Source: an optimization exercise on an open RTL-to-GDS flow (aim: small area, a short achievable clock period and few clock cycles). Production flows keep margins and buffers that such runs may drop. The RTL was checked by simulation tests, not by an equivalence proof against the original design. Power is estimated from default activity; no workload was simulated.

**config.mk**
```make
export PLATFORM = sky130hd
export DESIGN_NAME = mbuf_adapter_top
export DESIGN_NICKNAME = mbuf_adapter_top
export VERILOG_FILES = /design/flow/design.v
export SDC_FILE = /design/flow/constraint.sdc
export NUM_CORES = 4
export LEC_CHECK = 0
export CAP_MARGIN = 20
export CORE_MARGIN = 2
export CORE_UTILIZATION = 50
export CTS_CLUSTER_DIAMETER = 80
export CTS_CLUSTER_SIZE = 24
export SETUP_SLACK_MARGIN = 2.5
export SLEW_MARGIN = 20
export SYNTH_HIERARCHICAL = 1
export SYNTH_MINIMUM_KEEP_SIZE = 0
```
**constraint.sdc**
```tcl
create_clock -name core_clock -period 5.0 [get_ports {acc_clk}]
set_input_delay 1.0000 -clock core_clock [delete_from_list [all_inputs] [get_ports {acc_clk}]]
set_output_delay 1.0000 -clock core_clock [all_outputs]
set_load 0.01 [all_outputs]
```
**design.v**
```verilog
`timescale 1ns/1ps
package mbuf_pkg;
    localparam int DEF_NUM_BANKS  = 4;
    localparam int DEF_BANK_DEPTH = 16;
    localparam int DEF_DATA_W     = 32;
    typedef enum logic [1:0] {
        BANK_FREE      = 2'd0,
        BANK_FILLED    = 2'd1,
        BANK_PROCESSED = 2'd2
    } bank_state_e;
endpackage
`timescale 1ns/1ps
`timescale 1ns/1ps
`timescale 1ns/1ps
module mbuf_onehot_mux #(
    parameter int N = 4,
    parameter int W = 32
) (
    input  logic [N-1:0]   sel,
    input  logic [N*W-1:0] din,
    output logic [W-1:0]   dout
);
    always_comb begin
        dout = '0;
        for (int i = 0; i < N; i++) begin
            dout = dout | (din[i*W +: W] & {W{sel[i]}});
        end
    end
endmodule
module mbuf_sel2 #(
    parameter int N = 16
) (
    input  logic         a,
    input  logic [N-1:0] x,
    input  logic         b,
    input  logic [N-1:0] y,
    output logic [N-1:0] sel
);
    assign sel = ({N{a}} & x) | ({N{b}} & y);
endmodule
module mbuf_sel_pd #(
    parameter int NLO = 4,
    parameter int NHI = 4
) (
    input  logic               own,
    input  logic [NLO-1:0]     lo,
    input  logic [NHI-1:0]     hi,
    input  logic               dok,
    input  logic [NLO*NHI-1:0] y,
    output logic [NLO*NHI-1:0] sel
);
    for (genvar w = 0; w < NLO * NHI; w++) begin : g_w
        assign sel[w] = (own && hi[w / NLO] && lo[w % NLO]) || (dok && y[w]);
    end
endmodule
`timescale 1ns/1ps
`timescale 1ns/1ps
`timescale 1ns/1ps
module mbuf_adapter_top #(
    parameter int NUM_BANKS  = mbuf_pkg::DEF_NUM_BANKS,
    parameter int BANK_DEPTH = mbuf_pkg::DEF_BANK_DEPTH,
    parameter int DATA_W     = mbuf_pkg::DEF_DATA_W,
    localparam int ADDR_W    = (BANK_DEPTH > 1) ? $clog2(BANK_DEPTH) : 1
) (
    input  logic                acc_clk,
    input  logic                aresetn,
    input  logic [DATA_W-1:0]   s_axis_tdata,
    input  logic                s_axis_tvalid,
    input  logic                s_axis_tlast,
    output logic                s_axis_tready,
    output logic [DATA_W-1:0]   m_axis_tdata,
    output logic                m_axis_tvalid,
    output logic                m_axis_tlast,
    input  logic                m_axis_tready,
    output logic                acc_start_ready,
    input  logic                acc_done,
    input  logic                acc_en,
    input  logic [DATA_W/8-1:0] acc_we,
    input  logic [ADDR_W-1:0]   acc_addr,
    input  logic [DATA_W-1:0]   acc_wdata,
    output logic [DATA_W-1:0]   acc_rdata
);
    localparam int SEL_W = (NUM_BANKS > 1) ? $clog2(NUM_BANKS) : 1;
    localparam int CNT_W = $clog2(NUM_BANKS + 1);
    localparam int BE_W  = DATA_W / 8;
    logic [DATA_W-1:0] mem [NUM_BANKS][BANK_DEPTH];
    logic [ADDR_W-1:0] last_idx [NUM_BANKS];
    logic              s_rdy_q;
    logic              in_mid_q;
    logic [ADDR_W-1:0] wr_cnt;
    logic [SEL_W-1:0]  wr_bank;
    logic [CNT_W-1:0]  n_full;      
    logic [NUM_BANKS-1:0]  wr_b_oh;     
    logic [BANK_DEPTH-1:0] wr_w_oh;
    logic              s_take;
    logic              s_take_last;
    assign s_axis_tready = s_rdy_q;
    assign s_take        = s_axis_tvalid && s_rdy_q;
    assign s_take_last   = s_take && s_axis_tlast;
    logic              acc_rdy_q;
    logic [SEL_W-1:0]  acc_ptr;
    logic [CNT_W-1:0]  n_wr;        
    logic [NUM_BANKS-1:0] acc_b_oh;    
    logic [NUM_BANKS-1:0] acc_own;     
    logic [NUM_BANKS-1:0] dr_ok;       
    logic              acc_fin;
    logic [DATA_W-1:0] rdata_q;
    assign acc_start_ready = acc_rdy_q;
    assign acc_rdata       = rdata_q;
    assign acc_fin         = acc_done && acc_rdy_q;
    logic                  m_v_q;
    logic                  m_last_q;
    logic [DATA_W-1:0]     m_data_q;
    logic [SEL_W-1:0]      dr_bank;
    logic [ADDR_W-1:0]     dr_ptr;
    logic [NUM_BANKS-1:0]  dr_b_oh;     
    logic [BANK_DEPTH-1:0] dr_w_oh;
    logic                  dr_lst_q;    
    logic                  dr_any_q;    
    logic [CNT_W-1:0]      n_dn;        
    logic                  dr_load;
    logic                  dr_free;
    logic [BE_W-1:0]       dr_fwd;      
    assign m_axis_tvalid = m_v_q;
    assign m_axis_tlast  = m_last_q;
    assign m_axis_tdata  = m_data_q;
    assign dr_load = (dr_any_q || acc_fin) && (!m_v_q || m_axis_tready);
    assign dr_free = dr_load && dr_lst_q;
    assign dr_fwd  = (!dr_any_q && acc_en && acc_addr == '0) ? acc_we : '0;
    logic [SEL_W-1:0] dr_bank_p1;
    logic             full3;
    logic             full4;
    logic             s_rdy_nx;
    logic             in_mid_nx;
    logic             lst_stay;     
    logic             lst_step;
    logic             lst_next;
    logic             acc_rdy_nx;
    always_comb begin
        case ({s_take_last, acc_fin})
            2'b10:   acc_rdy_nx = 1'b1;
            2'b01:   acc_rdy_nx = (n_wr != CNT_W'(1));
            default: acc_rdy_nx = acc_rdy_q;
        endcase
    end
    assign dr_bank_p1 = dr_bank + 1'b1;
    assign full3      = (n_full == CNT_W'(NUM_BANKS - 1));
    assign full4      = (n_full == CNT_W'(NUM_BANKS));
    assign in_mid_nx  = s_take ? !s_axis_tlast : in_mid_q;
    always_comb begin
        case ({s_take_last, dr_free})
            2'b10:   s_rdy_nx = !full3 && !full4;
            2'b01:   s_rdy_nx = 1'b1;
            default: s_rdy_nx = !full4;
        endcase
        s_rdy_nx = s_rdy_nx || in_mid_nx;
    end
    assign lst_stay = (s_take_last && wr_bank == dr_bank) ? (wr_cnt == dr_ptr)
                                                          : (last_idx[dr_bank] == dr_ptr);
    assign lst_step = (dr_ptr + 1'b1 == last_idx[dr_bank]);
    assign lst_next = (s_take_last && wr_bank == dr_bank_p1) ? (wr_cnt == '0)
                                                             : (last_idx[dr_bank_p1] == '0);
    always_ff @(posedge acc_clk) begin
        if (!aresetn) begin
            s_rdy_q   <= 1'b1;
            in_mid_q  <= 1'b0;
            wr_cnt    <= '0;
            wr_bank   <= '0;
            wr_b_oh   <= NUM_BANKS'(1);
            wr_w_oh   <= BANK_DEPTH'(1);
            n_full    <= '0;
            acc_rdy_q <= 1'b0;
            acc_ptr   <= '0;
            acc_b_oh  <= NUM_BANKS'(1);
            acc_own   <= '0;
            dr_ok     <= '1;
            n_wr      <= '0;
            m_v_q     <= 1'b0;
            dr_bank   <= '0;
            dr_ptr    <= '0;
            dr_b_oh   <= NUM_BANKS'(1);
            dr_w_oh   <= BANK_DEPTH'(1);
            dr_any_q  <= 1'b0;
            dr_lst_q  <= 1'b0;
            n_dn      <= '0;
        end else begin
            in_mid_q <= in_mid_nx;
            s_rdy_q  <= s_rdy_nx;
            case ({s_take_last, dr_free})
                2'b10:   n_full <= n_full + 1'b1;
                2'b01:   n_full <= n_full - 1'b1;
                default: ;
            endcase
            if (s_take) begin
                wr_cnt  <= s_axis_tlast ? '0 : wr_cnt + 1'b1;
                wr_w_oh <= s_axis_tlast ? BANK_DEPTH'(1) : {wr_w_oh[BANK_DEPTH-2:0], 1'b0};
            end
            if (s_take_last) begin
                wr_bank <= wr_bank + 1'b1;
                wr_b_oh <= {wr_b_oh[NUM_BANKS-2:0], wr_b_oh[NUM_BANKS-1]};
            end
            acc_rdy_q <= acc_rdy_nx;
            case ({s_take_last, acc_fin})
                2'b10:   n_wr <= n_wr + 1'b1;
                2'b01:   n_wr <= n_wr - 1'b1;
                default: ;
            endcase
            if (acc_fin) begin
                acc_ptr  <= acc_ptr + 1'b1;
                acc_b_oh <= {acc_b_oh[NUM_BANKS-2:0], acc_b_oh[NUM_BANKS-1]};
            end
            acc_own <= acc_rdy_nx ? (acc_fin ? {acc_b_oh[NUM_BANKS-2:0], acc_b_oh[NUM_BANKS-1]}
                                             : acc_b_oh)
                                  : '0;
            dr_ok   <= acc_rdy_nx ? ~(acc_fin ? {acc_b_oh[NUM_BANKS-2:0], acc_b_oh[NUM_BANKS-1]}
                                              : acc_b_oh)
                                  : '1;
            case ({acc_fin, dr_free})
                2'b10: begin
                    n_dn     <= n_dn + 1'b1;
                    dr_any_q <= 1'b1;
                end
                2'b01: begin
                    n_dn     <= n_dn - 1'b1;
                    dr_any_q <= (n_dn != CNT_W'(1));
                end
                default: ;
            endcase
            if (dr_load) begin
                m_v_q <= 1'b1;
            end else if (m_axis_tready) begin
                m_v_q <= 1'b0;
            end
            if (!dr_load) begin
                dr_lst_q <= lst_stay;
            end else if (dr_lst_q) begin
                dr_lst_q <= lst_next;
                dr_ptr   <= '0;
                dr_w_oh  <= BANK_DEPTH'(1);
                dr_bank  <= dr_bank_p1;
                dr_b_oh  <= {dr_b_oh[NUM_BANKS-2:0], dr_b_oh[NUM_BANKS-1]};
            end else begin
                dr_lst_q <= lst_step;
                dr_ptr   <= dr_ptr + 1'b1;
                dr_w_oh  <= {dr_w_oh[BANK_DEPTH-2:0], 1'b0};
            end
        end
    end
    always_ff @(posedge acc_clk) begin
        if (s_take_last) begin
            last_idx[wr_bank] <= wr_cnt;
        end
        if (dr_load) begin
            m_last_q <= dr_lst_q;
        end
    end
    always_ff @(posedge acc_clk) begin
        m_data_q <= dr_word;
    end
    logic [DATA_W-1:0]     acc_word;
    logic [DATA_W-1:0]     dr_word;
    logic [DATA_W-1:0]     w0_word;
    logic [NUM_BANKS*DATA_W-1:0] bank_words;
    logic [NUM_BANKS*DATA_W-1:0] bank_w0;
    localparam int LO_W = ADDR_W / 2;
    localparam int HI_W = ADDR_W - LO_W;
    logic [BANK_DEPTH-1:0] acc_dec;
    logic [(1<<LO_W)-1:0]  acc_lo;      
    logic [(1<<HI_W)-1:0]  acc_hi;
    always_comb begin
        for (int i = 0; i < (1 << LO_W); i++) begin
            acc_lo[i] = (acc_addr[LO_W-1:0] == LO_W'(i));
        end
        for (int i = 0; i < (1 << HI_W); i++) begin
            acc_hi[i] = (acc_addr[ADDR_W-1:LO_W] == HI_W'(i));
        end
        for (int w = 0; w < BANK_DEPTH; w++) begin
            acc_dec[w] = acc_hi[w >> LO_W] && acc_lo[w % (1 << LO_W)];
        end
    end
    for (genvar b = 0; b < NUM_BANKS; b++) begin : g_rd
        logic [BANK_DEPTH*DATA_W-1:0] words;
        logic [BANK_DEPTH-1:0]        sel;
        for (genvar w = 0; w < BANK_DEPTH; w++) begin : g_w
            assign words[w*DATA_W +: DATA_W] = mem[b][w];
        end
        mbuf_sel_pd #(.NLO(1 << LO_W), .NHI(1 << HI_W)) u_sel (
            .own (acc_own[b]), .lo (acc_lo), .hi (acc_hi),
            .dok (dr_ok[b]), .y (dr_w_oh), .sel (sel)
        );
        assign bank_w0[b*DATA_W +: DATA_W] = mem[b][0];
        mbuf_onehot_mux #(.N(BANK_DEPTH), .W(DATA_W)) u_rd (
            .sel  (sel),
            .din  (words),
            .dout (bank_words[b*DATA_W +: DATA_W])
        );
    end
    mbuf_onehot_mux #(.N(NUM_BANKS), .W(DATA_W)) u_acc_rd (
        .sel (acc_b_oh), .din (bank_words), .dout (acc_word)
    );
    logic [DATA_W-1:0] dr_alt;
    for (genvar y = 0; y < BE_W; y++) begin : g_alt
        assign dr_alt[y*8 +: 8] = dr_fwd[y] ? acc_wdata[y*8 +: 8] : w0_word[y*8 +: 8];
    end
    logic m_hold;
    assign m_hold = m_v_q && !m_axis_tready;
    mbuf_onehot_mux #(.N(NUM_BANKS + 2), .W(DATA_W)) u_dr_rd (
        .sel  ({m_hold, dr_load && !dr_any_q, dr_b_oh & {NUM_BANKS{dr_load && dr_any_q}}}),
        .din  ({m_data_q, dr_alt, bank_words}),
        .dout (dr_word)
    );
    mbuf_onehot_mux #(.N(NUM_BANKS), .W(DATA_W)) u_w0_rd (
        .sel (acc_b_oh), .din (bank_w0), .dout (w0_word)
    );
    always_ff @(posedge acc_clk) begin
        rdata_q <= acc_word;
    end
    for (genvar b = 0; b < NUM_BANKS; b++) begin : g_bank
        logic              fill_bank;
        logic              acc_bank;
        logic [DATA_W-1:0] wdata;
        assign fill_bank = wr_b_oh[b];
        assign acc_bank  = acc_own[b];
        assign wdata     = acc_bank ? acc_wdata : s_axis_tdata;
        logic [BE_W-1:0]   acc_by;
        assign acc_by = (acc_en && acc_bank) ? acc_we : '0;
        for (genvar w = 0; w < BANK_DEPTH; w++) begin : g_word
            logic fill_hit;
            assign fill_hit = s_take && fill_bank && wr_w_oh[w];
            for (genvar y = 0; y < BE_W; y++) begin : g_byte
                logic [7:0] q;
                always_ff @(posedge acc_clk) begin
                    if (fill_hit || (acc_dec[w] && acc_by[y])) begin
                        q <= wdata[y*8 +: 8];
                    end
                end
                assign mem[b][w][y*8 +: 8] = q;
            end
        end
    end
endmodule
```
**flow/run.sh**
```bash
#!/bin/bash
# Standard layout with the port buffers made from plain buffers and the
# resizer free to change a cell's footprint. Every tool's output goes to
# flow_make.log in this folder; ORFS keeps its own per-step logs in orfs/logs.
set -euo pipefail
bash standard.sh \
  MATCH_CELL_FOOTPRINT=0 \
  "BUFFER_PORTS_ARGS=-buffer_cell sky130_fd_sc_hd__buf_4" \
  finish > flow_make.log 2>&1
```
**standard.sh**
```bash
#!/bin/bash
# synth_recipe.tcl (not shown) runs the flow's synth.tcl, then flattens the netlist and writes it again
# the make line also repeats each setting of config.mk as NAME=value (left out here)
make -C /OpenROAD-flow-scripts/flow DESIGN_CONFIG=/design/flow/config.mk WORK_HOME=/design/flow/orfs CLKGATE_MAP_FILE= SYNTH_SCRIPT=/design/flow/synth_recipe.tcl "${@:-finish}"
```
==> results of run 1 <==
cell usage in the layout (no fill, tap or decap), types with 45 or more instances in the layout:
cell and instances:
buf_4 494, a22oi_1 179, a21oi_1 48, a221oi_2 464
nand2_1 186, buf_6 50, a22oi_2 45, o21ai_2 86
nand4_1 131, edfxtp_1 2065, mux2_2 159, a32o_4 60
o21ai_4 127, dfxtp_1 122, clkbuf_16 130, nand3_1 48
a22o_1 501, buf_12 68
power by group through the flow:
stage	Clock (W)	Sequential, W	Combinational, W
after CTS	0.0110	0.0207	0.00293
after global routing	0.0117	0.0207	0.00331
after floorplan	0	0.0210	0.00135
after detailed placement	0	0.0211	0.00262
after global placement	0	0.0211	0.00259
final	0.0110	0.0207	0.00325
through the flow:
stage	hold WS [ps]	setup slack, ps	util [%]
after CTS	474.8	2396	58.91
final	477.1	2273	60.52
after detailed placement	462.2	915.5	54.64
after floorplan	440.6	2321	-
after global placement	454.4	914.6	54.62
after global routing	502.3	2299	60.52
sequential cells by signal, summed over array words and instances (netlist names), 3 cells and up, named ones only:
register	count
dr_ok	4
n_full	3
m_data_q	32
n_dn	3
rdata_q	32
dr_w_oh	16
acc_own	4
wr_cnt	4
wr_w_oh	16
wr_b_oh	4
acc_b_oh	4
last_idx	16
n_wr	3
dr_ptr	4
g_bank.g_word.g_byte.q	2048
dr_b_oh	4
worst max-delay path: stages:
cell and delay (ps):
buf_16 130, and2_4 220, a32o_4 390, buf_12 180, buf_12 160, a22o_1 190
a221oi_2 250, nand4_1 150, buf_6 160, a22oi_2 410, nand3_1 140
final cells by class:
cell class | instances | area share (%)
Antenna cell | 3 | 0.007327
Timing Repair Buffer | 638 | 6.065
Clock buffer | 151 | 3.104
Tap cell | 2218 | 2.709
Clock inverter | 56 | 0.5837
Inverter | 22 | 0.1050
Multi-Input combinational cell | 2378 | 24.02
Sequential cell | 2210 | 63.40
how the worst max path moves through the flow:
stage	startpoint	endpoint	cells after the start
floorplan	acc_en	g_bank[3].g_word[0].g_byte[2].q[0]$_DFFE_PP_	4
global placement	acc_addr[2]	m_data_q[21]$_DFF_P_	9
detailed placement	acc_addr[2]	rdata_q[21]$_DFF_P_	9
CTS	acc_own[2]$_SDFF_PN0_	m_data_q[31]$_DFF_P_	7
global route	acc_addr[3]	m_data_q[22]$_DFF_P_	11
finish	acc_addr[3]	m_data_q[22]$_DFF_P_	11
what timing repair did:
item	CTS	global route
cloned	19	12
endpoints found under the setup margin	1799	611
resized for setup	259	174
pin swaps	135	124
buffers inserted	174	165
hold buffers	0	0
metal layers:
| layer | part of all wire [%] | global-route usage, % |
|---|---|---|
| met2 | 44 | 50.69 |
| met3 | 12 | 8.065 |
| met1 | 39 | 47.76 |
| met5 | 0.014 | 0.1667 |
| met4 | 4.9 | 12.93 |
cells by family after synthesis:
family	Yosys count	share of synthesized area, %
mux	178	2.414
fa+ha+maj	19	0.2792
compound gates	1633	15.25
flops	2210	76.23
buf+inv	345	2.682
xor+xnor	22	0.2263
simple gates	504	2.914
==> flow_summary_export.csv, run 1 <==
group,metric,value,unit
floorplan,rows,151,
layout,finalNetCount,5465,
setup_path,setup.worst_path.start_class,"primary input",
global_routing,grt_use_total,33.69,%
global_routing,antenna_found_initial,7,
route,vias,54200,
floorplan,pin_count,147,
sta,max_freq,366.7,MHz
layout,drive_gt1_share,35.12,%
hold_path,hold_path.class,"flop to flop",
global_routing,first_global_vias,50040,
job,max_cap_viol_count,0,
power_and_ir_drop,clkPwrFrac,31.5,%
sta,slew_headroom,9.175,%
layout,multi_input_area,24610,sq um
synthesis,asyncSetResetFlopFracSynth,0,%
hold_path,min_path_cells,2,
synthesis,synth_edf_count,2065,
layout,area_growth_syn_to_layout,20.32,%
placement,finalWeightedCongestion,0.9364,
synthesis,ys_top_cells_by_count,"2065 x edfxtp_1, 504 x a221oi_1, 504 x a22o_1, 262 x o21ai_0, 224 x a22oi_1",
placement,port-buffer-count,146,
setup_path,crit_fanout,7,
sta,drv_slew,0,
synthesis,synth_top_cell_area_share,72.82,%
setup_path,ff2ff_setup_slack,2350,ps
clocking,cts_tree,"done",
layout,seqCellArea,64960,sq um
setup_path,cp-end-kind,"flop",
power_and_ir_drop,power_density,341.4,nW/um^2
floorplan,die_x,416.7,microns
synthesis,syn_nets,5009,
placement,placed_area,92490,sq um
sta,finalCritPeriodShare,54.55,%
power_and_ir_drop,p_int,0.02641,W
synthesis,synth_area_leaders,"edfxtp_1 73%, a221oi_1 5.2%, a22o_1 5.2%",
route,wl_per_cell,39.63,microns
clocking,cts_root_buf,"clkbuf_16",
hold_path,min_to,"wr_b_oh[3]$_SDFFE_PN0P_",
route,via_per_inst,7.061,
sta,fin_crit,2727,ps
clocking,cts_buffers,117,
setup_path,reg2reg_from,"dr_w_oh[9]$_SDFFE_PN0N_",
setup_path,reg2reg_to,"rdata_q[23]$_DFF_P_",
synthesis,ys_types,50,
floorplan,die_h,416.7,microns
global_routing,grt_pass1_wl,407100,microns
floorplan,core_area,169300,sq um
synthesis,synth-main-ff-cell,"edfxtp_1",
layout,final_cells,7676,
route,drt_iter0_drc,8007,
clocking,h-tree-depth,3,
power_and_ir_drop,ir_worst_vdd,0.3624,mV
clocking,clk_pin_slew,100,ps
hold_path,worstHoldStart,"wr_b_oh[3]$_SDFFE_PN0P_",
synthesis,netlist_area,85150,sq um
synthesis,synth_area_leader_cell,"edfxtp_1",
sta,skew,27.61,ps
layout,final_design_area_no_fill,102500,sq um
synthesis,syn_avg_cell_area,17.34,sq um
setup_path,cp_data_required_time,5660,ps
synthesis,yosysSeqAreaShare,76.23,%
placement,hpwl,204200,microns
power_and_ir_drop,p_leak,33.04,nW
power_and_ir_drop,combPwrFrac,9.3,%
sta,setup_viol,0,
setup_path,crit_arrival,3390,ps
global_routing,grt-ovfl-total,0,
sta,grt_setup_unrepaired,"true",
synthesis,yosys.cell_count.top_type,"edfxtp_1",
floorplan,die-area,173600,sq um
synthesis,ys_ff_latch,2210,
route,totalWireLength,304200,microns
clocking,cts_buffer_depth,3,
clocking,clk_latency,800,ps
power_and_ir_drop,swShare,24.50,%
placement,placed_cells,7095,
sta,timing.final.hold_violations,0,
layout,fill_cells,12400,
setup_path,r2r_cells,6,
power_and_ir_drop,totalPowerFinal,0.03498,W
synthesis,synthCells,4911,
setup_path,setup.worst_path.class,"primary input to flop",
outcome,status,"no timing/DRC/antenna violations",
sta,fin_tns_setup,0,ps
global_routing,grt_max_degree,46,
floorplan,initial_core_util,50.30,%
route,firstDrtPassIters,6,
power_and_ir_drop,power.switching,0.008569,W
synthesis,yosys_warnings,11,
sta,max_slew.worst_pin.slew,1362,ps
power_and_ir_drop,p_seq_share,59.2,%
route,drcViolationCount,0,
route,final_antenna_net_count,0,
clocking,clock_sink_count,2210,
Testbench counts, summed over its fixed seeds: cycles 3,630.
==> inputs of run 2 (changes only) <==
--- a/config.mk
+++ b/config.mk
@@ -10,7 +10,7 @@
 export CORE_UTILIZATION = 50
 export CTS_CLUSTER_DIAMETER = 80
 export CTS_CLUSTER_SIZE = 24
-export SETUP_SLACK_MARGIN = 2.5
+export SETUP_SLACK_MARGIN = 2.3
 export SLEW_MARGIN = 20
 export SYNTH_HIERARCHICAL = 1
 export SYNTH_MINIMUM_KEEP_SIZE = 0
==> run 2 against run 1 <==
Net effect: first-iteration DRC count shrank 7.8%; core utilization shrank 4.0 points; synthesized cell count unchanged; final cell count down 1.1%; clock skew up 11 ps; non-clock buffer count fell by 75; register-to-register slack worse by 110 ps; critical path type unchanged; largest power group unchanged; highest routed layer unchanged.
==> flow_summary_export.csv, run 2 <==
group,metric,value,unit
setup_path,reg2reg_from,"acc_own[3]$_SDFF_PN0_",
sta,finalCritPeriodShare,57.63,%
sta,fin_ws,2119,ps
route,final_antenna_net_count,0,
sta,slew_headroom,28.17,%
floorplan,initial_core_util,50.30,%
placement,hpwl,193800,microns
floorplan,die_x,416.7,microns
placement,port-buffer-count,146,
floorplan,rows,151,
global_routing,grt_pass1_wl,372900,microns
sta,drv_slew,0,
layout,largest_register_ffs,2048,
synthesis,syn_avg_cell_area,17.34,sq um
sta,fin_crit,2881,ps
setup_path,cp_data_required_time,5460,ps
synthesis,yosys_warnings,11,
floorplan,die_h,416.7,microns
sta,timing.final.hold_violations,0,
placement,finalWeightedCongestion,1.074,
route,totalWireLength,270700,microns
setup_path,crit_fanout,10,
global_routing,grt_max_degree,67,
floorplan,core_area,169300,sq um
synthesis,synth_area_leaders,"edfxtp_1 73%, a221oi_1 5.2%, a22o_1 5.2%",
setup_path,slowest_delay,740,ps
setup_path,crit_top_cell,"buf_4",
outcome,status,"no timing/DRC/antenna violations",
clocking,clk_latency,780,ps
route,via_per_inst,6.821,
synthesis,ys_types,50,
synthesis,ys_top_cells_by_count,"2065 x edfxtp_1, 504 x a221oi_1, 504 x a22o_1, 262 x o21ai_0, 224 x a22oi_1",
placement,place_ws,839.4,ps
setup_path,ff2ff_setup_slack,2240,ps
clocking,cts_tree,"done",
synthesis,ys_ff_latch,2210,
global_routing,grt_use_total,30.26,%
setup_path,reg2reg_to,"g_bank[3].g_word[14].g_byte[1].q[7]$_DFFE_PP_",
global_routing,antenna_found_initial,5,
synthesis,synth_top_cell_area_share,72.82,%
layout,finalNetCount,5369,
job,max_cap_viol_count,0,
synthesis,synthCells,4911,
layout,final_core_util,56.50,%
clocking,cts_buffer_depth,3,
layout,drive_gt1_share,22.25,%
synthesis,yosys.cell_count.top_type,"edfxtp_1",
clocking,h-tree-depth,3,
setup_path,cp-startpoint,"acc_addr[2]",
hold_path,hold_path.class,"flop to flop",
sta,max_slew.worst_pin.slew,1070,ps
synthesis,netlist_area,85150,sq um
global_routing,grt-ovfl-total,0,
route,wl_per_cell,35.66,microns
layout,largest_register,"g_bank.g_word.g_byte.q",
synthesis,synth-main-ff-cell,"edfxtp_1",
sta,fin_tns_setup,0,ps
setup_path,endpoint,"g_bank[0].g_word[5].g_byte[1].q[5]$_DFFE_PP_",
clocking,cts_hold_buffers,0,
synthesis,syn_nets,5009,
route,vias,51780,
layout,area_growth_syn_to_layout,12.32,%
clocking,clock_sink_count,2210,
power_and_ir_drop,ir_worst_vdd,0.2940,mV
setup_path,cp-end-kind,"flop",
layout,final_cell_mix,"2065 x edfxtp_1, 534 x buf_4, 504 x a22o_1",
clocking,cts_root_buf,"clkbuf_16",
setup_path,crit_slowest_cell,"nor2b_2",
power_and_ir_drop,power_density,354.1,nW/um^2
sta,max_freq,347.1,MHz
route,firstDrtPassIters,14,
sta,skew,38.60,ps
synthesis,yosysSeqAreaShare,76.23,%
synthesis,asyncSetResetFlopFracSynth,0,%
setup_path,crit_arrival,3340,ps
setup_path,setup.worst_path.start_class,"primary input",
sta,setup_viol,0,
layout,top_regs,"g_bank.g_word.g_byte.q: 2048 flops, m_data_q: 32 flops, rdata_q: 32 flops",
global_routing,first_global_vias,48460,
route,drt_iter0_drc,7381,
sta,grt_setup_unrepaired,"true",
clocking,clk_pin_slew,100,ps
route,drcViolationCount,0,
clocking,cts_buffers,110,
power_and_ir_drop,p_leak,30.62,nW
floorplan,pin_count,147,
layout,final_common_cell,"edfxtp_1",
sta,whs,474.9,ps
synthesis,synth_edf_count,2065,
floorplan,die-area,173600,sq um
synthesis,synth_area_leader_cell,"edfxtp_1",
setup_path,r2r_cells,2,
setup_path,worstPathCellList,"buf_4 -> nor2b_2 -> nand2_1 -> o21ai_0 -> buf_4",
setup_path,setup.worst_path.class,"primary input to flop",
[run 2: cell counts after synthesis]
No cell type changed its count.
[run 2: cell families (layout without fill, tap and decap cells)]
logic type               after synthesis  count (layout)  share of synthesized area [%]
AND/OR/NAND/NOR                      504             508                          2.914
adder cells (fa/ha/maj)               19              19                         0.2792
XOR/XNOR                              22              22                         0.2263
other                                  0              10                              0
flip-flops                          2210            2210                          76.23
AO/OA/AOI/OAI                       1633            1637                          15.25
multiplexers                         178             178                          2.414
buffers and inverters                345             789                          2.682
[run 2: worst max-delay path: cells and delay by family]
family | cells | cell delay, ps
AOI/OAI and AO/OA | 1 | 640
and+or+nand+nor | 2 | 1210
buffers and inverters | 2 | 480
[run 2: through the flow]
step,std cells,instance area (sq um),power [W]
floorplan,4911,85350,0.02226
global placement,7269,89490,0.02352
detailed placement,7269,89490,0.02356
CTS,7550,94430,0.03377
global route,7582,95620,0.03465
finish,7591,95640,0.03387
[run 2: final cells by class]
type	instances	area, sq um
fill	12980	73640
sequential	2210	64940
multi-input combinational	2364	19920
timing repair buffer	563	4458
clock buffer	177	3119
tap	2218	2775
clock inverter	27	322.8
inverter	22	88.84
antenna	10	25.02
[run 2: how the worst min path moves through the flow]
stage | cells past startpoint | slack, ps | end | startpoint
3_5_place_dp | 2 | 460 | wr_b_oh[2]$_SDFFE_PN0P_ | wr_b_oh[1]$_SDFFE_PN0P_
3_3_place_gp | 2 | 450 | wr_b_oh[2]$_SDFFE_PN0P_ | wr_b_oh[1]$_SDFFE_PN0P_
5_1_grt | 2 | 490 | dr_b_oh[0]$_SDFFE_PN1P_ | aresetn
6_report | 2 | 470 | wr_b_oh[1]$_SDFFE_PN0P_ | wr_b_oh[0]$_SDFFE_PN1P_
2_1_floorplan | 2 | 440 | dr_b_oh[1]$_SDFFE_PN0P_ | dr_b_oh[0]$_SDFFE_PN1P_
4_1_cts | 2 | 450 | dr_b_oh[0]$_SDFFE_PN1P_ | aresetn
[run 2: metal layers]
metal	GRT usage, %	vias up	share of wire [%]
met2	46.11	2906	46
met4	13.95	10	5.5
li1	-	21540	-
met1	42.06	26800	39
met3	6.277	519	9.6
met5	0.3890	-	0.15
[run 2: timing repair]
item | 4_1_cts | 5_1_grt
buffers inserted | 76 | 23
hold endpoints to repair | 0 | 0
pin swaps | 84 | 45
gates resized for setup | 164 | 146
endpoints found under the setup margin | 1225 | 599
cloned | 1 | 8
[run 2: report_power, final]
| group | switching, W | internal, W | leakage (nW) |
|---|---|---|---|
| Combinational | 0.00174 | 0.000931 | 9.20 |
| Clock | 0.00583 | 0.00455 | 1.66 |
| Sequential | 0.000339 | 0.0205 | 19.8 |
| Total | 0.00791 | 0.0260 | 30.6 |
==> inputs of run 3 (changes only) <==
--- a/design.v
+++ b/design.v
@@ -278,21 +278,34 @@
             acc_dec[w] = acc_hi[w >> LO_W] && acc_lo[w % (1 << LO_W)];
         end
     end
+    localparam int HW = DATA_W / 2;
     for (genvar b = 0; b < NUM_BANKS; b++) begin : g_rd
-        logic [BANK_DEPTH*DATA_W-1:0] words;
-        logic [BANK_DEPTH-1:0]        sel;
+        logic [BANK_DEPTH*HW-1:0] words_lo;
+        logic [BANK_DEPTH*HW-1:0] words_hi;
+        logic [BANK_DEPTH-1:0]    sel_lo;
+        logic [BANK_DEPTH-1:0]    sel_hi;
         for (genvar w = 0; w < BANK_DEPTH; w++) begin : g_w
-            assign words[w*DATA_W +: DATA_W] = mem[b][w];
+            assign words_lo[w*HW +: HW] = mem[b][w][HW-1:0];
+            assign words_hi[w*HW +: HW] = mem[b][w][DATA_W-1:HW];
         end
-        mbuf_sel_pd #(.NLO(1 << LO_W), .NHI(1 << HI_W)) u_sel (
+        mbuf_sel_pd #(.NLO(1 << LO_W), .NHI(1 << HI_W)) u_sel_lo (
             .own (acc_own[b]), .lo (acc_lo), .hi (acc_hi),
-            .dok (dr_ok[b]), .y (dr_w_oh), .sel (sel)
+            .dok (dr_ok[b]), .y (dr_w_oh), .sel (sel_lo)
+        );
+        mbuf_sel_pd #(.NLO(1 << LO_W), .NHI(1 << HI_W)) u_sel_hi (
+            .own (acc_own[b]), .lo (acc_lo), .hi (acc_hi),
+            .dok (dr_ok[b]), .y (dr_w_oh), .sel (sel_hi)
         );
         assign bank_w0[b*DATA_W +: DATA_W] = mem[b][0];
-        mbuf_onehot_mux #(.N(BANK_DEPTH), .W(DATA_W)) u_rd (
-            .sel  (sel),
-            .din  (words),
-            .dout (bank_words[b*DATA_W +: DATA_W])
+        mbuf_onehot_mux #(.N(BANK_DEPTH), .W(HW)) u_rd_lo (
+            .sel  (sel_lo),
+            .din  (words_lo),
+            .dout (bank_words[b*DATA_W +: HW])
+        );
+        mbuf_onehot_mux #(.N(BANK_DEPTH), .W(HW)) u_rd_hi (
+            .sel  (sel_hi),
+            .din  (words_hi),
+            .dout (bank_words[b*DATA_W + HW +: HW])
         );
     end
     mbuf_onehot_mux #(.N(NUM_BANKS), .W(DATA_W)) u_acc_rd (
--- a/config.mk
+++ b/config.mk
@@ -10,7 +10,7 @@
 export CORE_UTILIZATION = 50
 export CTS_CLUSTER_DIAMETER = 80
 export CTS_CLUSTER_SIZE = 24
-export SETUP_SLACK_MARGIN = 2.3
+export SETUP_SLACK_MARGIN = 2.5
 export SLEW_MARGIN = 20
 export SYNTH_HIERARCHICAL = 1
 export SYNTH_MINIMUM_KEEP_SIZE = 0
==> run 3 against run 2 <==
Net effect: setup slack better by 120 ps; wire length is 14% higher; worst hold slack worse by 23 ps; register-to-register slack better by 40 ps; first-iteration DRC count is 0.26% lower; largest cell class unchanged.
==> flow_summary_export.csv, run 3 <==
group,metric,value,unit
route,final_antenna_net_count,0,
layout,final_cell_mix,"2065 x edfxtp_1, 509 x a22o_1, 459 x buf_4",
floorplan,die_h,419.6,microns
layout,area_growth_syn_to_layout,18.93,%
clocking,cts_root_buf,"clkbuf_16",
global_routing,grt.met1_usage,44.63,%
clocking,h-tree-depth,3,
synthesis,synth_area_leaders,"edfxtp_1 72%, a22o_1 5.2%, a221oi_1 5.1%",
synthesis,yosys_warnings,11,
layout,drive_gt1_share,35.13,%
sta,timing.final.hold_violations,0,
global_routing,met3_usage,7.222,%
power_and_ir_drop,combPwrFrac,8.7,%
setup_path,crit_fanout,10,
synthesis,syn_avg_cell_area,17.10,sq um
power_and_ir_drop,p_seq_share,58.9,%
sta,slew_headroom,21.67,%
power_and_ir_drop,p_leak,33.11,nW
floorplan,initial_core_util,50.36,%
synthesis,syn_nets,5149,
floorplan,core_area,171500,sq um
power_and_ir_drop,clkPwrFrac,32.4,%
job,max_cap_viol_count,0,
synthesis,synthCells,5051,
synthesis,yosysSeqAreaShare,75.15,%
clocking,cts_buffer_depth,3,
sta,fin_ws,2241,ps
sta,max_slew.worst_pin.slew,1175,ps
hold_path,hold_path.class,"primary input to flop",
sta,whs,452.3,ps
setup_path,cp-end-kind,"flop",
placement,port-buffer-count,146,
floorplan,rows,152,
synthesis,ys_ff_latch,2210,
sta,fin_crit,2759,ps
sta,setup_viol,0,
setup_path,setup.worst_path.start_class,"primary input",
power_and_ir_drop,power.switching,0.008571,W
sta,drv_slew,0,
sta,skew,50.34,ps
clocking,cts_tree,"done",
outcome,status,"no timing/DRC/antenna violations",
power_and_ir_drop,power_density,343.1,nW/um^2
setup_path,crit_slowest_cell,"a32o_2",
layout,top_regs,"g_bank.g_word.g_byte.q: 2048 flops, m_data_q: 32 flops, rdata_q: 32 flops",
route,wl_per_cell,39.49,microns
sta,grt_setup_unrepaired,"true",
sta,max_freq,362.5,MHz
setup_path,ff2ff_setup_slack,2280,ps
hold_path,worstHoldStart,"aresetn",
route,via_per_inst,7.043,
floorplan,pin_count,147,
clocking,clk_pin_slew,90,ps
synthesis,ys_types,50,
synthesis,synth-main-ff-cell,"edfxtp_1",
setup_path,setup.worst_path.class,"primary input to flop",
power_and_ir_drop,swShare,24.31,%
sta,fin_tns_setup,0,ps
layout,final_common_cell,"edfxtp_1",
setup_path,r2r_cells,9,
hold_path,min_path_cells,2,
route,firstDrtPassIters,7,
global_routing,grt_pass1_wl,417500,microns
global_routing,antenna_found_initial,8,
setup_path,reg2reg_from,"dr_ok[2]$_SDFF_PN1_",
power_and_ir_drop,p_int,0.02668,W
route,drcViolationCount,0,
setup_path,crit_top_cell,"buf_4",
placement,hpwl,208400,microns
synthesis,netlist_area,86380,sq um
setup_path,cp_data_required_time,5670,ps
route,vias,54830,
layout,fill_cells,12800,
route,totalWireLength,307500,microns
route,drt_iter0_drc,7362,
layout,largest_register_ffs,2048,
clocking,clk_latency,830,ps
global_routing,grt_max_degree,46,
clocking,cts_buffers,119,
clocking,clock_sink_count,2210,
setup_path,crit_arrival,3430,ps
floorplan,die-area,176100,sq um
floorplan,die_x,419.6,microns
synthesis,yosys.cell_count.top_type,"edfxtp_1",
synthesis,asyncSetResetFlopFracSynth,0,%
layout,largest_register,"g_bank.g_word.g_byte.q",
global_routing,grt-ovfl-total,0,
synthesis,synth_top_cell_area_share,71.79,%
placement,finalWeightedCongestion,0.9647,
synthesis,ys_top_cells_by_count,"2065 x edfxtp_1, 512 x a22o_1, 504 x a221oi_1, 262 x o21ai_0, 224 x a22oi_1",
layout,finalNetCount,5466,
global_routing,first_global_vias,52060,
hold_path,min_to,"acc_b_oh[0]$_SDFF_PN1_",
setup_path,reg2reg_to,"rdata_q[13]$_DFF_P_",
layout,seqCellArea,64980,sq um
global_routing,use_met2,52.94,%
global_routing,busiest_layer,"met2",
setup_path,slowest_delay,440,ps
synthesis,synth_edf_count,2065,
layout,multi_input_area,25380,sq um
setup_path,worstPathCellList,"buf_4 -> nor2b_4 -> buf_4 -> a32o_2 -> buf_4 -> a221oi_2 -> nand4_1 -> buf_6 -> a22oi_2 -> nand2_1",
sta,finalCritPeriodShare,55.17,%
synthesis,synth_area_leader_cell,"edfxtp_1",
placement,place_ws,952.6,ps
power_and_ir_drop,ir_worst_vdd,0.3834,mV
global_routing,grt_use_total,34.23,%
-- run 3: through the flow --
| stage | util (%) | area, sq um | total power, W | instances |
|---|---|---|---|---|
| global placement | 54.54 | 93560 | 0.02371 | 7291 |
| CTS | 58.78 | 100800 | 0.03509 | 7699 |
| global route | 59.88 | 102700 | 0.03599 | 7781 |
| detailed placement | 54.56 | 93590 | 0.02374 | 7294 |
| finish | 59.89 | 102700 | 0.03525 | 7786 |
| floorplan | - | 91180 | 0.02246 | 5051 |
-- run 3: cells by family (layout without fill, tap and decap cells) --
kind of cell / count (synthesis) / after routing / synth area share, %
xor gates and xnor gates: 22 / 22 / 0.2231
other: 0 / 7 / 0
buffers and inverters: 421 / 823 / 3.339
adders and majority gates: 19 / 19 / 0.2752
muxes: 178 / 178 / 2.380
and+or+nand+nor: 504 / 510 / 2.872
AOI/OAI and AO/OA: 1697 / 1707 / 15.77
DFF: 2210 / 2210 / 75.15
-- run 3: routing by layer --
layer  up-vias  wire length, microns
met1     28540                115100
met3       861                 29740
met4         4                 23710
met2      3313                139000
li1      22120                     -
met5         -                    30
-- run 3: final cells by class --
type / instances / share of cell area (%)
multi-input combinational: 2436 / 24.71
clock inverter: 62 / 0.7308
sequential: 2210 / 63.26
clock buffer: 160 / 3.179
antenna: 7 / 0.01705
timing repair buffer: 579 / 5.198
inverter: 22 / 0.09744
tap: 2310 / 2.813
-- run 3: timing repair --
item,in CTS,in global routing
hold buffers,0,0
endpoints found under the hold margin,0,0
setup buffers,169,72
gates resized for setup,359,172
pin swaps,152,169
setup endpoints to repair,2102,543
gates cloned,14,8
-- run 3: power groups by stage --
stage	clock (W)	sequential (W)	combinational [W]
floorplan	0	0.0210	0.00143
global placement	0	0.0212	0.00254
detailed placement	0	0.0212	0.00257
CTS	0.0115	0.0207	0.00286
global route	0.0121	0.0208	0.00315
finish	0.0114	0.0208	0.00308
-- run 3: how the worst max path moves through the flow --
| stage | from | endpoint | slack, ps | cells after the start |
|---|---|---|---|---|
| finish | acc_addr[1] | rdata_q[13]$_DFF_P_ | 2240 | 10 |
| global route | acc_addr[1] | rdata_q[13]$_DFF_P_ | 2270 | 11 |
| CTS | acc_addr[3] | rdata_q[14]$_DFF_P_ | 2310 | 13 |
| detailed placement | acc_addr[2] | rdata_q[13]$_DFF_P_ | 950 | 9 |
| global placement | acc_addr[0] | rdata_q[16]$_DFF_P_ | 970 | 9 |
| floorplan | acc_addr[2] | g_bank[1].g_word[2].g_byte[0].q[0]$_DFFE_PP_ | 2270 | 4 |
-- run 3: worst max-delay path, delay by kind of cell --
kind,cells,cell delay [ps]
compound gates,3,1140
buf+inv,4,800
simple gates,3,470
Testbench counts of run 3, summed over its fixed seeds: cycles 3,630.
==> inputs of run 4 (changes only) <==
--- a/design.v
+++ b/design.v
@@ -251,12 +251,12 @@
             last_idx[wr_bank] <= wr_cnt;
         end
         if (dr_load) begin
+            for (int y = 0; y < BE_W; y++) begin
+                m_data_q[y*8 +: 8] <= dr_word[y*8 +: 8];
+            end
             m_last_q <= dr_lst_q;
         end
     end
-    always_ff @(posedge acc_clk) begin
-        m_data_q <= dr_word;
-    end
     logic [DATA_W-1:0]     acc_word;
     logic [DATA_W-1:0]     dr_word;
     logic [DATA_W-1:0]     w0_word;
@@ -315,11 +315,9 @@
     for (genvar y = 0; y < BE_W; y++) begin : g_alt
         assign dr_alt[y*8 +: 8] = dr_fwd[y] ? acc_wdata[y*8 +: 8] : w0_word[y*8 +: 8];
     end
-    logic m_hold;
-    assign m_hold = m_v_q && !m_axis_tready;
-    mbuf_onehot_mux #(.N(NUM_BANKS + 2), .W(DATA_W)) u_dr_rd (
-        .sel  ({m_hold, dr_load && !dr_any_q, dr_b_oh & {NUM_BANKS{dr_load && dr_any_q}}}),
-        .din  ({m_data_q, dr_alt, bank_words}),
+    mbuf_onehot_mux #(.N(NUM_BANKS + 1), .W(DATA_W)) u_dr_rd (
+        .sel  ({!dr_any_q, dr_b_oh & {NUM_BANKS{dr_any_q}}}),
+        .din  ({dr_alt, bank_words}),
         .dout (dr_word)
     );
     mbuf_onehot_mux #(.N(NUM_BANKS), .W(DATA_W)) u_w0_rd (
==> run 4 against run 3 <==
Net effect: register-to-register slack got worse by 30 ps; largest power group unchanged; critical endpoint is now m_data_q[8]$_DFFE_PN_; flip-flop and latch count is the same; still clean; total power fell by 2.1%; core utilization fell by 1.3 points; critical path depth unchanged; largest cell class unchanged.
==> flow_summary_export.csv, run 4 <==
group,metric,value,unit
sta,grt_setup_unrepaired,"true",
route,route.top_layer_used,"met5",
synthesis,netlist_area,86630,sq um
route,final_antenna_net_count,0,
sta,timing.final.hold_violations,0,
power_and_ir_drop,totalPowerFinal,0.03452,W
synthesis,ys_ff_latch,2210,
floorplan,die_h,420.3,microns
setup_path,cp-end-kind,"flop",
synthesis,yosysSeqAreaShare,75.30,%
placement,hpwl,190600,microns
hold_path,hold_path.class,"flop to flop",
layout,final_common_cell,"edfxtp_1",
layout,top_regs,"g_bank.g_word.g_byte.q: 2048 flops, m_data_q: 32 flops, rdata_q: 32 flops",
synthesis,synthCells,5024,
setup_path,cp.buffers_inverters,4,
clocking,h-tree-depth,3,
power_and_ir_drop,power_density,342.8,nW/um^2
synthesis,ys_types,63,
setup_path,slowest_delay,380,ps
setup_path,crit_top_cell,"buf_12",
sta,finalCritPeriodShare,55.24,%
route,routed-wl-met2,128600,microns
global_routing,antenna_found_initial,7,
setup_path,crit_family,"compound AO/OA/AOI/OAI gates",
floorplan,die_x,420.3,microns
sta,max_slew.worst_pin.slew,965.4,ps
global_routing,grt_max_degree,54,
floorplan,initial_core_util,50.39,%
floorplan,pin_count,147,
sta,max_freq,362.0,MHz
layout,largest_register,"g_bank.g_word.g_byte.q",
layout,area_growth_syn_to_layout,16.24,%
layout,finalNetCount,5554,
synthesis,synth_top_cell_area_share,72.69,%
route,drt-met1-wl,107000,microns
clocking,cts_buffer_depth,3,
clocking,clk_latency,800,ps
clocking,cts_hold_buffers,0,
clocking,cts_tree,"done",
sta,drv_slew,0,
clocking,cts_buffers,115,
synthesis,synth_edf_count,2097,
synthesis,synth-main-ff-cell,"edfxtp_1",
global_routing,grt_use_total,30.24,%
floorplan,core_area,171900,sq um
clocking,cts_root_buf,"clkbuf_16",
setup_path,crit_fanout,16,
sta,fin_ws,2238,ps
global_routing,grt_pass1_wl,380600,microns
layout,final_cell_mix,"2097 x edfxtp_1, 621 x buf_4, 509 x a22o_1",
sta,slew_headroom,35.64,%
route,drcViolationCount,0,
global_routing,first_global_vias,50840,
route,drt_iter0_drc,7806,
route,via_per_inst,6.778,
synthesis,synth_area_leaders,"edfxtp_1 73%, a22o_1 5.2%, a221oi_1 5.1%",
floorplan,die-area,176600,sq um
outcome,status,"no timing/DRC/antenna violations",
global_routing,grt-ovfl-total,0,
sta,skew,47.95,ps
synthesis,syn_avg_cell_area,17.24,sq um
setup_path,crit_arrival,3280,ps
clocking,clk_pin_slew,100,ps
setup_path,crit_slowest_cell,"a221oi_4",
synthesis,synth_area_leader_cell,"edfxtp_1",
route,firstDrtPassIters,12,
power_and_ir_drop,p_leak,32.71,nW
placement,finalWeightedCongestion,1.021,
synthesis,syn_nets,5122,
sta,setup_viol,0,
floorplan,rows,152,
job,max_cap_viol_count,0,
placement,port-buffer-count,146,
clocking,clock_sink_count,2210,
sta,fin_crit,2762,ps
placement,place_ws,900.1,ps
sta,whs,478.5,ps
setup_path,cp_data_required_time,5520,ps
synthesis,asyncSetResetFlopFracSynth,0,%
route,routed-wl-met3,25990,microns
setup_path,setup.worst_path.start_class,"primary input",
power_and_ir_drop,ir_worst_vdd,0.2787,mV
route,totalWireLength,274300,microns
setup_path,setup.worst_path.class,"primary input to flop",
route,vias,53250,
route,wl_per_cell,34.92,microns
layout,drive_gt1_share,30.21,%
sta,fin_tns_setup,0,ps
synthesis,yosys.cell_count.top_type,"edfxtp_1",
layout,largest_register_ffs,2048,
setup_path,worstPathCellList,"buf_12 -> buf_12 -> nor2b_4 -> buf_12 -> a32o_1 -> buf_12 -> a221oi_4 -> nand4_1 -> a222oi_1 -> nand2_1",
synthesis,ys_top_cells_by_count,"2097 x edfxtp_1, 512 x a22o_1, 504 x a221oi_1, 265 x o21ai_0, 260 x nand2_1",
synthesis,yosys_warnings,11,
==> run 4: cell type report <==
type	count	area (sq um)
tap	2310	2890
sequential	2210	65290
multi-input combinational	2417	22870
clock inverter	49	603.1
timing repair buffer	688	5764
fill	13030	71220
antenna	6	15.01
clock buffer	153	3134
timing repair inverter	1	11.26
inverter	23	132.6
==> run 4: cell families after synthesis <==
| group | after synthesis | share of synthesized area [%] |
|---|---|---|
| AOI/OAI and AO/OA | 1673 | 15.68 |
| xor gates and xnor gates | 22 | 0.2311 |
| adders and majority gates | 19 | 0.2831 |
| buffers and inverters | 423 | 3.352 |
| DFF | 2210 | 75.30 |
| muxes | 175 | 2.315 |
| and+or+nand+nor | 502 | 2.844 |
==> run 4: worst register-to-register path: stages, from the launching register on <==
cell and delay, ps:
dfxtp_1 610, a32o_1 380, buf_4 260, a221oi_4 470
nand4_1 290, a222oi_1 380, nand2_1 110
==> run 4: worst paths after layout <==
| path | cells past startpoint | slack (ps) | endpoint | from |
|---|---|---|---|---|
| max | 10 | 2240 | m_data_q[8]$_DFFE_PN_ | acc_addr[0] |
| min | 2 | 480 | wr_b_oh[2]$_SDFFE_PN0P_ | wr_b_oh[1]$_SDFFE_PN0P_ |
| max reg2reg | 6 | 2250 | m_data_q[8]$_DFFE_PN_ | dr_w_oh[8]$_SDFFE_PN0N_ |
| min reg2reg | 2 | 480 | wr_b_oh[2]$_SDFFE_PN0P_ | wr_b_oh[1]$_SDFFE_PN0P_ |
==> run 4: report_power, final <==
group	switching, W	internal, W
Sequential	0.000248	0.0205
Clock	0.00602	0.00487
Combinational	0.00183	0.00104
==> run 4: what timing repair did <==
| item | CTS | global route |
|---|---|---|
| pin swaps | 140 | 103 |
| setup buffers | 147 | 63 |
| gates cloned | 20 | 9 |
| endpoints found under the setup margin | 1978 | 419 |
| resized for setup | 322 | 97 |
==> run 4: through the flow <==
stage | utilization (%) | instance area, sq um | cells
6_report | 58.57 | 100700 | 7857
5_1_grt | 58.57 | 100700 | 7852
4_1_cts | 57.81 | 99400 | 7779
3_5_place_dp | 53.87 | 92620 | 7410
3_3_place_gp | 53.87 | 92620 | 7410
2_1_floorplan | - | 89100 | 5024
==> run 4: routing by layer <==
metal	vias up	track usage [%]
li1	22200	-
met4	24	11.21
met3	562	6.883
met5	-	1.195
met2	2710	47.93
met1	27760	40.90
Testbench counts of run 4, summed over its fixed seeds: cycles 3,630.

==> afterwards: timing with drivers on the ports <==
No port has a modelled driver above. Below, the same layouts with a new extraction and two added sets of constraints. Step 1 assumes that a clkbuf_16 drives the clock port and a buf_2 every other input. Step 2 adds t to the input delays and takes it off the output delays; t is the mean of the earliest and latest rising clock arrival at the registers after step 1. Input paths then give back, and output paths get back, about the clock's delay inside the block. a / b / c = no drivers / after step 1 / after step 2; a / b = the first two.
run	shift t [ns]	setup WS [ns]	worst register clock-pin slew, ns
run 1	0.868	2.273 / 2.158 / 1.290	0.10 / 0.10
run 2	0.855	2.119 / 2.049 / 1.195	0.11 / 0.11
run 3	0.893	2.241 / 2.221 / 1.328	0.10 / 0.10
run 4	0.857	2.238 / 2.155 / 1.298	0.10 / 0.10
After both steps setup and hold are still met in every run listed. For run 1, which loses most, drivers alone change the setup slack by -0.115 ns; drivers and shift together by -0.983 ns.
